This design comes from an exercise in tuning for small area and a short achievable clock period on the open sky130 flow, not from production work. Function was checked by simulation only, so behaviour that the tests miss may differ from the original. The flow treats the clock pin as an ideal source, which a real chip does not have.

== build 95 ==
==> flow/design.v <==
package types;
    localparam int LB_TAG_BITS = 27;
endpackage
module lb_word_pick
#(
    parameter int NUM_SRC = 5
) (
    input  logic [NUM_SRC-1:0]    sel,
    input  logic [NUM_SRC*32-1:0] words,
    output logic [31:0]           word
);
    always_comb begin
        word = '0;
        for (int i = 0; i < NUM_SRC; i++)
            word = word | ({32{sel[i]}} & words[i*32 +: 32]);
    end
endmodule
module fetch_linebuffer_mp
#(
    parameter int NUM_ENTRIES = 4,
    parameter int NUM_PORTS   = 2,
    parameter int LINE_BITS   = 256
) (
    input  logic                       clk,
    input  logic                       rst,
    input  logic [NUM_PORTS*32-1:0]    fetch_addr,
    input  logic [NUM_PORTS*4-1:0]     fetch_rmask,
    output logic [NUM_PORTS*32-1:0]    fetch_rdata,
    output logic [NUM_PORTS-1:0]       fetch_resp,
    input  logic                       invalidate,
    output logic [31:0]                cache_addr,
    output logic [3:0]                 cache_rmask,
    input  logic [LINE_BITS-1:0]       cache_rdata_line,
    input  logic                       cache_resp
);
    localparam int TB       = types::LB_TAG_BITS;
    localparam int WORDS    = LINE_BITS / 32;
    localparam int WIDX     = (WORDS > 1) ? $clog2(WORDS) : 1;
    localparam int PTR_BITS = (NUM_ENTRIES > 1) ? $clog2(NUM_ENTRIES) : 1;
    logic                      busy_reg;
    logic                      live_reg;
    logic [TB-1:0]             req_tag_reg;
    logic [PTR_BITS-1:0]       rr_ptr_reg;
    logic [NUM_ENTRIES-1:0]    valid_reg;
    logic [NUM_ENTRIES*TB-1:0]        tag_reg;
    logic [NUM_ENTRIES*LINE_BITS-1:0] data_reg;
    logic [NUM_PORTS-1:0]      active;
    logic [NUM_PORTS-1:0]      hit;
    logic [NUM_PORTS-1:0]      req_match;
    logic [TB-1:0]             port_tag [NUM_PORTS];
    assign cache_addr  = {req_tag_reg, 5'b00000};
    assign cache_rmask = {4{busy_reg}};
    for (genvar p = 0; p < NUM_PORTS; p++) begin : g_port
        assign port_tag[p] = fetch_addr[p*32+5 +: TB];
        assign active[p]   = |fetch_rmask[p*4 +: 4];
        logic [NUM_ENTRIES-1:0] hit_vec;
        logic                   req_match_p;
        logic [WORDS-1:0]       wdec;
        logic [WIDX-1:0]        word_idx;
        assign word_idx = fetch_addr[p*32+2 +: WIDX];
        for (genvar e = 0; e < NUM_ENTRIES; e++) begin : g_cmp
            assign hit_vec[e] = valid_reg[e] && (tag_reg[e*TB +: TB] == port_tag[p]);
        end
        assign hit[p] = |hit_vec;
        assign req_match_p  = busy_reg && live_reg && (req_tag_reg == port_tag[p]);
        assign req_match[p] = req_match_p;
        for (genvar w = 0; w < WORDS; w++) begin : g_dec
            assign wdec[w] = (word_idx == WIDX'(w));
        end
        logic [(NUM_ENTRIES+1)*32-1:0] words;
        always_comb begin
            words = '0;
            for (int e = 0; e < NUM_ENTRIES; e++)
                for (int w = 0; w < WORDS; w++)
                    words[e*32 +: 32] = words[e*32 +: 32] |
                        ({32{wdec[w]}} & data_reg[e*LINE_BITS + w*32 +: 32]);
            for (int w = 0; w < WORDS; w++)
                words[NUM_ENTRIES*32 +: 32] = words[NUM_ENTRIES*32 +: 32] |
                    ({32{wdec[w]}} & cache_rdata_line[w*32 +: 32]);
        end
        lb_word_pick #(
            .NUM_SRC (NUM_ENTRIES + 1)
        ) u_pick (
            .sel   ({req_match_p, hit_vec}),
            .words (words),
            .word  (fetch_rdata[p*32 +: 32])
        );
        assign fetch_resp[p] = !invalidate && active[p] &&
                               (hit[p] || (req_match[p] && cache_resp));
    end
    logic [NUM_PORTS-1:0] miss;
    logic                 any_miss;
    logic [TB-1:0]        miss_tag;
    assign miss = active & ~hit;
    always_comb begin
        any_miss = 1'b0;
        miss_tag = port_tag[NUM_PORTS-1];
        for (int p = NUM_PORTS - 1; p >= 0; p--) begin
            if (miss[p]) begin
                any_miss = 1'b1;
                miss_tag = port_tag[p];
            end
        end
    end
    logic                   has_invalid;
    logic [NUM_ENTRIES-1:0] victim_oh;
    always_comb begin
        has_invalid = 1'b0;
        victim_oh   = '0;
        for (int e = 0; e < NUM_ENTRIES; e++) begin
            if (!valid_reg[e] && !has_invalid) begin
                has_invalid  = 1'b1;
                victim_oh[e] = 1'b1;
            end
        end
        if (!has_invalid) victim_oh[rr_ptr_reg] = 1'b1;
    end
    logic                   fill_en;
    logic [NUM_ENTRIES-1:0] we;
    assign fill_en = busy_reg && live_reg && cache_resp && !invalidate;
    assign we      = victim_oh & {NUM_ENTRIES{fill_en}};
    always_ff @(posedge clk) begin
        if (rst) begin
            busy_reg   <= 1'b0;
            live_reg   <= 1'b0;
            rr_ptr_reg <= '0;
            valid_reg  <= '0;
        end else begin
            if (busy_reg) begin
                busy_reg <= !cache_resp;
                live_reg <= live_reg && !invalidate;
            end else begin
                busy_reg <= !invalidate && any_miss;
                live_reg <= 1'b1;
            end
            if (fill_en && !has_invalid) rr_ptr_reg <= rr_ptr_reg + 1'b1;
            if (invalidate) valid_reg <= '0;
            else            valid_reg <= valid_reg | we;
        end
    end
    always_ff @(posedge clk) begin
        if (!busy_reg) req_tag_reg <= miss_tag;
    end
    always_ff @(posedge clk) begin
        for (int e = 0; e < NUM_ENTRIES; e++) begin
            if (we[e]) begin
                tag_reg[e*TB +: TB]               <= req_tag_reg;
                data_reg[e*LINE_BITS +: LINE_BITS] <= cache_rdata_line;
            end
        end
    end
endmodule
Settings: LEC_CHECK=0, CAP_MARGIN=20, CORE_MARGIN=2, CORE_UTILIZATION=40, SETUP_SLACK_MARGIN=0.5, SLEW_MARGIN=20; clock period 7.0 ns.
standard.sh (not shown) runs the stock make flow with config.mk's settings and CLKGATE_MAP_FILE= SYNTH_SCRIPT=/design/flow/synth_recipe.tcl, a recipe that flattens the netlist after the stock synthesis.
==> flow/flow/run.sh <==
#!/bin/bash
# Standard synthesis and layout, except: the final word select (lb_word_pick)
# is mapped on its own before the design is flattened, the slow OR4 and NOR4 cells are kept out of
# mapping, port buffers are small plain buffers that timing repair may
# resize, clock sinks are gathered into larger clusters without dummy loads,
# and timing repair is pushed harder, with a last sizing pass on the worst
# path after clock tree synthesis (flow/post_cts.tcl).
DU="sky130_fd_sc_hd__probe_p_8 sky130_fd_sc_hd__probec_p_8 sky130_fd_sc_hd__lpflow_bleeder_1 sky130_fd_sc_hd__lpflow_clkbufkapwr_1 sky130_fd_sc_hd__lpflow_clkbufkapwr_16 sky130_fd_sc_hd__lpflow_clkbufkapwr_2 sky130_fd_sc_hd__lpflow_clkbufkapwr_4 sky130_fd_sc_hd__lpflow_clkbufkapwr_8 sky130_fd_sc_hd__lpflow_clkinvkapwr_1 sky130_fd_sc_hd__lpflow_clkinvkapwr_16 sky130_fd_sc_hd__lpflow_clkinvkapwr_2 sky130_fd_sc_hd__lpflow_clkinvkapwr_4 sky130_fd_sc_hd__lpflow_clkinvkapwr_8 sky130_fd_sc_hd__lpflow_decapkapwr_12 sky130_fd_sc_hd__lpflow_decapkapwr_3 sky130_fd_sc_hd__lpflow_decapkapwr_4 sky130_fd_sc_hd__lpflow_decapkapwr_6 sky130_fd_sc_hd__lpflow_decapkapwr_8 sky130_fd_sc_hd__lpflow_inputiso0n_1 sky130_fd_sc_hd__lpflow_inputiso0p_1 sky130_fd_sc_hd__lpflow_inputiso1n_1 sky130_fd_sc_hd__lpflow_inputiso1p_1 sky130_fd_sc_hd__lpflow_inputisolatch_1 sky130_fd_sc_hd__lpflow_isobufsrc_1 sky130_fd_sc_hd__lpflow_isobufsrc_16 sky130_fd_sc_hd__lpflow_isobufsrc_2 sky130_fd_sc_hd__lpflow_isobufsrc_4 sky130_fd_sc_hd__lpflow_isobufsrc_8 sky130_fd_sc_hd__lpflow_isobufsrckapwr_16 sky130_fd_sc_hd__lpflow_lsbuf_lh_hl_isowell_tap_1 sky130_fd_sc_hd__lpflow_lsbuf_lh_hl_isowell_tap_2 sky130_fd_sc_hd__lpflow_lsbuf_lh_hl_isowell_tap_4 sky130_fd_sc_hd__lpflow_lsbuf_lh_isowell_4 sky130_fd_sc_hd__lpflow_lsbuf_lh_isowell_tap_1 sky130_fd_sc_hd__lpflow_lsbuf_lh_isowell_tap_2 sky130_fd_sc_hd__lpflow_lsbuf_lh_isowell_tap_4"
DU="$DU sky130_fd_sc_hd__or4_1 sky130_fd_sc_hd__or4_2 sky130_fd_sc_hd__or4_4"
DU="$DU sky130_fd_sc_hd__or4b_1 sky130_fd_sc_hd__or4b_2 sky130_fd_sc_hd__or4b_4"
DU="$DU sky130_fd_sc_hd__or4bb_1 sky130_fd_sc_hd__or4bb_2 sky130_fd_sc_hd__or4bb_4"
DU="$DU sky130_fd_sc_hd__nor4_1 sky130_fd_sc_hd__nor4_2 sky130_fd_sc_hd__nor4_4"
DU="$DU sky130_fd_sc_hd__nor4b_1 sky130_fd_sc_hd__nor4b_2 sky130_fd_sc_hd__nor4b_4"
DU="$DU sky130_fd_sc_hd__nor4bb_1 sky130_fd_sc_hd__nor4bb_2 sky130_fd_sc_hd__nor4bb_4"
CTS="-sink_clustering_enable -repair_clock_nets -dont_use_dummy_load"
CTS="$CTS -sink_clustering_size 30 -sink_clustering_max_diameter 65"
bash standard.sh "DONT_USE_CELLS=$DU" SYNTH_HIERARCHICAL=1 SYNTH_MINIMUM_KEEP_SIZE=0 "POST_CTS_TCL=$(pwd)/flow/post_cts.tcl" MATCH_CELL_FOOTPRINT=0 \
  "BUFFER_PORTS_ARGS=-buffer_cell sky130_fd_sc_hd__buf_1" \
  CORE_UTILIZATION=60 "CTS_ARGS=$CTS" \
  SETUP_SLACK_MARGIN=2.8 finish > standard.log 2>&1
==> flow/flow/post_cts.tcl <==
estimate_parasitics -placement
repair_timing -setup -setup_margin $::env(SETUP_SLACK_MARGIN) -repair_tns 0 \
  -sequence "sizeup,swap" -verbose
detailed_placement
check_placement -verbose
Input-level comparison between build 3 and build 95:
-- flow/flow/run.sh --
<<< build 95, line 1
#!/bin/bash
# Standard synthesis and layout, except: the final word select (lb_word_pick)
# is mapped on its own before the design is flattened, the slow OR4 and NOR4 cells are kept out of
# mapping, port buffers are small plain buffers that timing repair may
# resize, clock sinks are gathered into larger clusters without dummy loads,
>>> build 3, line 1
#!/bin/bash
# Standard synthesis and layout, except: the final word select (lb_word_pick)
# is mapped on its own before the design is flattened, the slow OR4, NOR4 and AOI222 cells are kept out of
# mapping, port buffers are small plain buffers that timing repair may
# resize, clock sinks are gathered into larger clusters without dummy loads,
<<< build 95, line 13
DU="$DU sky130_fd_sc_hd__nor4b_1 sky130_fd_sc_hd__nor4b_2 sky130_fd_sc_hd__nor4b_4"
DU="$DU sky130_fd_sc_hd__nor4bb_1 sky130_fd_sc_hd__nor4bb_2 sky130_fd_sc_hd__nor4bb_4"
CTS="-sink_clustering_enable -repair_clock_nets -dont_use_dummy_load"
CTS="$CTS -sink_clustering_size 30 -sink_clustering_max_diameter 65"
>>> build 3, line 13
DU="$DU sky130_fd_sc_hd__nor4b_1 sky130_fd_sc_hd__nor4b_2 sky130_fd_sc_hd__nor4b_4"
DU="$DU sky130_fd_sc_hd__nor4bb_1 sky130_fd_sc_hd__nor4bb_2 sky130_fd_sc_hd__nor4bb_4"
DU="$DU sky130_fd_sc_hd__a222oi_1"
CTS="-sink_clustering_enable -repair_clock_nets -dont_use_dummy_load"
CTS="$CTS -sink_clustering_size 30 -sink_clustering_max_diameter 65"
<<< build 95, line 18
  "BUFFER_PORTS_ARGS=-buffer_cell sky130_fd_sc_hd__buf_1" \
  CORE_UTILIZATION=60 "CTS_ARGS=$CTS" \
  SETUP_SLACK_MARGIN=2.8 finish > standard.log 2>&1
>>> build 3, line 19
  "BUFFER_PORTS_ARGS=-buffer_cell sky130_fd_sc_hd__buf_1" \
  CORE_UTILIZATION=60 "CTS_ARGS=$CTS" \
  SETUP_SLACK_MARGIN=2.2 finish > standard.log 2>&1
Results
When build 3 is measured against build 95, its instance count of the mapped netlist turns out 64 higher.
Clock skew after layout, build 3 and build 95, lower one = build 95.
The higher biggest fanout along the worst timing path came out of build 3.
Count of placed standard cells in the final layout, fillers left out | build 3 below build 95
Build 3: worst slack at placement is 0.15 ns higher than what build 95 reported.
As of build 3, maximum clock rate had fallen by a few percent compared to build 95.
In build 3 the area added between synthesis and finish turned out 8.2 points lower than in build 95.
Across both runs, cell area was lower for build 3 than for build 95.
Compared build 95 against build 3; total number of placement rows within noise.
For the post-synth design cell area, build 3 came in 260 um2 higher than build 95 did.
What build 75 does differently from build 3 at the input level:
-- flow/flow/run.sh --
<<< build 3, line 1
#!/bin/bash
# Standard synthesis and layout, except: the final word select (lb_word_pick)
# is mapped on its own before the design is flattened, the slow OR4, NOR4 and AOI222 cells are kept out of
# mapping, port buffers are small plain buffers that timing repair may
# resize, clock sinks are gathered into larger clusters without dummy loads,
>>> build 75, line 1
#!/bin/bash
# Standard synthesis and layout, except: the final word select (lb_word_pick)
# is mapped on its own before the design is flattened, the slow OR4 and NOR4 cells are kept out of
# mapping, port buffers are small plain buffers that timing repair may
# resize, clock sinks are gathered into larger clusters without dummy loads,
<<< build 3, line 13
DU="$DU sky130_fd_sc_hd__nor4b_1 sky130_fd_sc_hd__nor4b_2 sky130_fd_sc_hd__nor4b_4"
DU="$DU sky130_fd_sc_hd__nor4bb_1 sky130_fd_sc_hd__nor4bb_2 sky130_fd_sc_hd__nor4bb_4"
DU="$DU sky130_fd_sc_hd__a222oi_1"
CTS="-sink_clustering_enable -repair_clock_nets -dont_use_dummy_load"
CTS="$CTS -sink_clustering_size 30 -sink_clustering_max_diameter 65"
bash standard.sh "DONT_USE_CELLS=$DU" SYNTH_HIERARCHICAL=1 SYNTH_MINIMUM_KEEP_SIZE=0 "POST_CTS_TCL=$(pwd)/flow/post_cts.tcl" MATCH_CELL_FOOTPRINT=0 \
  "BUFFER_PORTS_ARGS=-buffer_cell sky130_fd_sc_hd__buf_1" \
  CORE_UTILIZATION=60 "CTS_ARGS=$CTS" \
  SETUP_SLACK_MARGIN=2.2 finish > standard.log 2>&1
>>> build 75, line 13
DU="$DU sky130_fd_sc_hd__nor4b_1 sky130_fd_sc_hd__nor4b_2 sky130_fd_sc_hd__nor4b_4"
DU="$DU sky130_fd_sc_hd__nor4bb_1 sky130_fd_sc_hd__nor4bb_2 sky130_fd_sc_hd__nor4bb_4"
CTS="-sink_clustering_enable -repair_clock_nets -dont_use_dummy_load"
CTS="$CTS -sink_clustering_size 30 -sink_clustering_max_diameter 55"
bash standard.sh "DONT_USE_CELLS=$DU" SYNTH_HIERARCHICAL=1 SYNTH_MINIMUM_KEEP_SIZE=0 "POST_CTS_TCL=$(pwd)/flow/post_cts.tcl" MATCH_CELL_FOOTPRINT=0 \
  "BUFFER_PORTS_ARGS=-buffer_cell sky130_fd_sc_hd__buf_1" \
  CORE_UTILIZATION=70 "CTS_ARGS=$CTS" \
  SETUP_SLACK_MARGIN=2 finish > standard.log 2>&1
Notes after the runs:
- Build 3 → build 75: via count up about 0.4%, clock period minus worst slack went up by 0.21 ns.
- Diff build 3 -> build 75: total non-filler cell area in the finished layout went down by 1.3%, final setup slack of the worst path has decreased.

## what the ideal ports hide
Ports are ideal in the flow. The routed layouts listed here were re-timed in OpenROAD.
Step 1 (the two cells are an assumption about what drives the block):
set clk [get_ports {clk}]
set_driving_cell -lib_cell sky130_fd_sc_hd__clkbuf_16 $clk
set_driving_cell -lib_cell sky130_fd_sc_hd__buf_2 [delete_from_list [all_inputs] $clk]
Step 2 adds t to the input delays and takes it off the output delays; t is the mean of the earliest and latest rising clock arrival at the registers after step 1. Input paths then give back, and output paths get back, about the clock's delay inside the block.
Slacks: no drivers / after step 1 / after step 2; pairs: no drivers / after step 1.
run	t, ns	slack for setup (ns)	latest minus earliest clock arrival (ns)
build 95	0.713	2.309 / 2.149 / 2.149	0.065 / 0.065
build 3	0.720	2.142 / 2.113 / 2.113	0.058 / 0.057
build 75	0.731	1.927 / 1.904 / 1.904	0.079 / 0.080
After both steps every run listed still meets setup and hold. For build 95, which loses most, drivers alone change the setup slack by -0.160 ns; drivers and shift together by -0.160 ns.
